This is an optimization exercise on Yosys and OpenROAD, whose aim is small area, a short achievable clock period and few clock cycles per item, not a production implementation. RTL that was checked went through simulation tests only; none was proved equivalent to the original. Power and IR drop assume default switching activity.

==> build 30: inputs <==
==> flow/design.v (excerpt) <==
module pool_buffer_top (
    input  wire                           clk,
    input  wire                           rst_n,
    input  wire                           in_valid,
    input  wire pool_buffer_pkg::pixel_vec_t in_data,
    output logic                          in_ready,
    output logic                          out_valid,
    input  wire                           out_ready,
    output pool_buffer_pkg::window_beat_t out_beat
);
==> module pool_buffer_top, before the edit <==
module pool_buffer_top (
    input  wire                           clk,
    input  wire                           rst_n,
    input  wire                           in_valid,
    input  wire pool_buffer_pkg::pixel_vec_t in_data,
    output logic                          in_ready,
    output logic                          out_valid,
    input  wire                           out_ready,
    output pool_buffer_pkg::window_beat_t out_beat
);
    localparam int DEPTH = 6 + 1;
    localparam logic [$clog2(((6 / 2) * (4 / 2)))-1:0] WIN_LAST = $clog2(((6 / 2) * (4 / 2)))'(((6 / 2) * (4 / 2)) - 1);
    logic [$clog2(((6 / 2) * (4 / 2)))-1:0]     win;
    logic                        r0;
    logic                        c0;
    logic                        br_q;
    logic                        last_q;
    logic                        win_row_end;
    logic                        accept;
    logic [$clog2(((6 / 2) * (4 / 2)))-1:0]     win_next;
    logic                        r0_next;
    logic                        c0_next;
    pool_buffer_pkg::pixel_vec_t hist [DEPTH];
    assign in_ready  = !br_q || out_ready;
    assign accept    = in_valid && in_ready;
    assign out_valid = in_valid && br_q;
    always_comb begin
        out_beat.window.top_left  = hist[0];
        out_beat.window.top_right = hist[1];
        out_beat.window.bot_left  = hist[DEPTH-1];
        out_beat.window.bot_right = in_data;
        out_beat.window_idx       = win;
        out_beat.last             = last_q;
    end
    always_ff @(posedge clk) begin
        if (accept) begin
            for (int k = 0; k < DEPTH - 1; k++) begin
                hist[k] <= hist[k+1];
            end
            hist[DEPTH-1] <= in_data;
        end
    end
    assign win_row_end = (32'(win) % (6 / 2)) == (6 / 2) - 1;
    always_comb begin
        win_next = win;
        r0_next  = r0;
        c0_next  = !c0;
        if (c0) begin
            if (!win_row_end) begin
                win_next = win + 1'b1;
            end else if (!r0) begin
                r0_next  = 1'b1;
                win_next = win - $clog2(((6 / 2) * (4 / 2)))'((6 / 2) - 1);
            end else begin
                r0_next  = 1'b0;
                win_next = (win == WIN_LAST) ? '0 : win + 1'b1;
            end
        end
    end
    always_ff @(posedge clk or negedge rst_n) begin
        if (!rst_n) begin
            win    <= '0;
            r0     <= 1'b0;
            c0     <= 1'b0;
            br_q   <= 1'b0;
            last_q <= 1'b0;
        end else if (accept) begin
            win    <= win_next;
            r0     <= r0_next;
            c0     <= c0_next;
            br_q   <= r0_next && c0_next;
            last_q <= (win_next == WIN_LAST);
        end
    end
endmodule
Settings: LEC_CHECK=0, CAP_MARGIN=20, CORE_MARGIN=2, CORE_UTILIZATION=45, PLACE_DENSITY=0.6, SLEW_MARGIN=20; clock period 4.0 ns.
run.sh (not shown) runs the stock make flow with config.mk's settings and CLKGATE_MAP_FILE= SYNTH_SCRIPT=/design/flow/synth_recipe.tcl, a recipe that flattens the netlist after the stock synthesis.
==> inputs of trial 28, as changes to build 30 <==
--- a/flow/design.v
+++ b/flow/design.v
@@ -43,7 +43,6 @@
     logic                        c0;
     logic                        br_q;
     logic                        last_q;
-    logic                        win_row_end;
     logic                        accept;
     logic [$clog2(((6 / 2) * (4 / 2)))-1:0]     win_next;
     logic                        r0_next;
@@ -68,20 +67,21 @@
             hist[DEPTH-1] <= in_data;
         end
     end
-    assign win_row_end = (32'(win) % (6 / 2)) == (6 / 2) - 1;
     always_comb begin
         win_next = win;
         r0_next  = r0;
         c0_next  = !c0;
         if (c0) begin
-            if (!win_row_end) begin
-                win_next = win + 1'b1;
-            end else if (!r0) begin
-                r0_next  = 1'b1;
-                win_next = win - $clog2(((6 / 2) * (4 / 2)))'((6 / 2) - 1);
-            end else begin
-                r0_next  = 1'b0;
-                win_next = (win == WIN_LAST) ? '0 : win + 1'b1;
+            case (win)
+                3'd0:    win_next = 3'd1;
+                3'd1:    win_next = 3'd2;
+                3'd2:    win_next = r0 ? 3'd3 : 3'd0;
+                3'd3:    win_next = 3'd4;
+                3'd4:    win_next = 3'd5;
+                default: win_next = r0 ? 3'd0 : 3'd3;
+            endcase
+            if (win == 3'd2 || win == 3'd5) begin
+                r0_next = !r0;
             end
         end
     end
==> flow/flow/run.sh (new file) <==
#!/bin/bash
set -euo pipefail
bash standard.sh "BUFFER_PORTS_ARGS=-buffer_cell sky130_fd_sc_hd__buf_2" finish > flow_make.log 2>&1
==> flow/standard.sh (new file) <==
#!/bin/bash
# synth_recipe.tcl (not shown) runs the flow's synth.tcl, then flattens the netlist and writes it again
# the make line also repeats each setting of config.mk as NAME=value (left out here)
make -C /OpenROAD-flow-scripts/flow DESIGN_CONFIG=/design/flow/config.mk WORK_HOME=/design/flow/orfs CLKGATE_MAP_FILE= SYNTH_SCRIPT=/design/flow/synth_recipe.tcl "${@:-finish}"
- CORE_UTILIZATION: 45 -> 70
- CTS_CLUSTER_DIAMETER: unset -> 50
- CTS_CLUSTER_SIZE: unset -> 25
- PLACE_DENSITY: 0.6 -> 0.8
removed: flow/run.sh
==> inputs of trial 19, as changes to build 30 <==
--- a/flow/design.v
+++ b/flow/design.v
@@ -43,7 +43,6 @@
     logic                        c0;
     logic                        br_q;
     logic                        last_q;
-    logic                        win_row_end;
     logic                        accept;
     logic [$clog2(((6 / 2) * (4 / 2)))-1:0]     win_next;
     logic                        r0_next;
@@ -68,20 +67,21 @@
             hist[DEPTH-1] <= in_data;
         end
     end
-    assign win_row_end = (32'(win) % (6 / 2)) == (6 / 2) - 1;
     always_comb begin
         win_next = win;
         r0_next  = r0;
         c0_next  = !c0;
         if (c0) begin
-            if (!win_row_end) begin
-                win_next = win + 1'b1;
-            end else if (!r0) begin
-                r0_next  = 1'b1;
-                win_next = win - $clog2(((6 / 2) * (4 / 2)))'((6 / 2) - 1);
-            end else begin
-                r0_next  = 1'b0;
-                win_next = (win == WIN_LAST) ? '0 : win + 1'b1;
+            case (win)
+                3'd0:    win_next = 3'd1;
+                3'd1:    win_next = 3'd2;
+                3'd2:    win_next = r0 ? 3'd3 : 3'd0;
+                3'd3:    win_next = 3'd4;
+                3'd4:    win_next = 3'd5;
+                default: win_next = r0 ? 3'd0 : 3'd3;
+            endcase
+            if (win == 3'd2 || win == 3'd5) begin
+                r0_next = !r0;
             end
         end
     end
==> flow/flow/run.sh (new file) <==
#!/bin/bash
set -euo pipefail
bash standard.sh "BUFFER_PORTS_ARGS=-buffer_cell sky130_fd_sc_hd__buf_2" finish > flow_make.log 2>&1
==> flow/standard.sh (new file) <==
#!/bin/bash
# synth_recipe.tcl (not shown) runs the flow's synth.tcl, then flattens the netlist and writes it again
# the make line also repeats each setting of config.mk as NAME=value (left out here)
make -C /OpenROAD-flow-scripts/flow DESIGN_CONFIG=/design/flow/config.mk WORK_HOME=/design/flow/orfs CLKGATE_MAP_FILE= SYNTH_SCRIPT=/design/flow/synth_recipe.tcl "${@:-finish}"
- SETUP_SLACK_MARGIN: unset -> 2.0
removed: flow/run.sh
==> comparison <==
Via count: build 30 < trial 28 < trial 19.
The lowest worst hold slack belongs to trial 28, the highest to build 30.
Critical path depth: build 30 is higher than trial 19 (11).
Worst setup slack, lowest first: build 30, trial 28, trial 19.
The lowest sequential share of layout area belongs to build 30, the highest to trial 28.
Between build 30 and trial 19, the lower power is in trial 19 (gap about 8%, measured against trial 19).
Of build 30 and trial 28, build 30 has the higher synthesized area (gap about 0.7%, measured against trial 28).
Flip-flop and latch count is the same in trial 19 and trial 28.
==> figures <==
| item | trial 19 | build 30 | trial 28 |
|---|---|---|---|
| Result of the run | complete, no violations | complete, no violations | complete, no violations |
| Unrepaired setup endpoints after global routing | yes | no | no |
| Area fraction of the dominant cell type after synthesis | 0.951 | 0.944 | 0.951 |
| Timing startpoint of the critical path | hist[1][34] | win[0] | win[1] |
| Met2 track demand over resource in global routing | 0.235 | 0.269 | 0.472 |
| Final worst-path setup slack | 1860 ps | 1060 ps | 1850 ps |
| Required time of the worst setup path | 3200 ps | 4530 ps | 3200 ps |
| Share of cell area taken by muxes after synthesis | 0.000796 | 0 | 0.000796 |
| Layout clock buffer count | 110 | 101 | 55 |
| Area of the die | 64900 um2 | 65300 um2 | 42000 um2 |
| Cell area after synthesis | 28300 um2 | 28500 um2 | 28300 um2 |
| CP endpoint | out_beat[294] | last_q | out_beat[2] |
| Sequential Power | 0.0127 W | 0.0130 W | 0.0128 W |
| Diode insertion count for antenna repair | 0 | 0 | 3 |
| Worst Hold Class | in2reg | reg2reg | in2reg |
| Average size of a mapped cell | 26.6 um2 | 26.0 um2 | 26.6 um2 |
| #MultiIn Comb | 25 | 56 | 25 |
| DP Cell Count | 2434 | 2481 | 2125 |
Testbench counts of trial 28, summed over its fixed seeds: cycles 1,536, frames 64.
Testbench counts of trial 19, summed over its fixed seeds: cycles 1,536, frames 64.
No functional check of the RTL was part of build 30.

==> what the ideal ports hide <==
No port has a modelled driver above. Below, the same layouts with a new extraction and two added sets of constraints.
Step 1: set_driving_cell puts a clkbuf_16 on clk and a buf_2 on each other input, an assumption about the parent block.
Step 2, shift: input delay + t, output delay - t, t = (earliest + latest rising clock arrival at the registers) / 2. This alone moves slack from input paths to output paths.
a / b / c = ideal ports / drivers / drivers and shift; a / b = the first two.
run	shift t [ns]	setup slack, ns	hold slack, ns	worst register clock-pin slew, ns	worst slew at a driven data input, ns
build 30	0.669	1.058 / 1.058 / 0.745	0.410 / 0.410 / 0.410	0.06 / 0.06	0.07
trial 28	0.659	1.854 / 1.800 / 1.340	0.364 / 0.333 / 0.399	0.10 / 0.10	0.10
trial 19	0.663	1.860 / 1.801 / 1.538	0.370 / 0.331 / 0.403	0.06 / 0.06	0.09
After both steps setup and hold are still met in every run listed. The setup slack of trial 28, which loses most, moves by -0.054 ns with the drivers and by -0.514 ns with both steps.
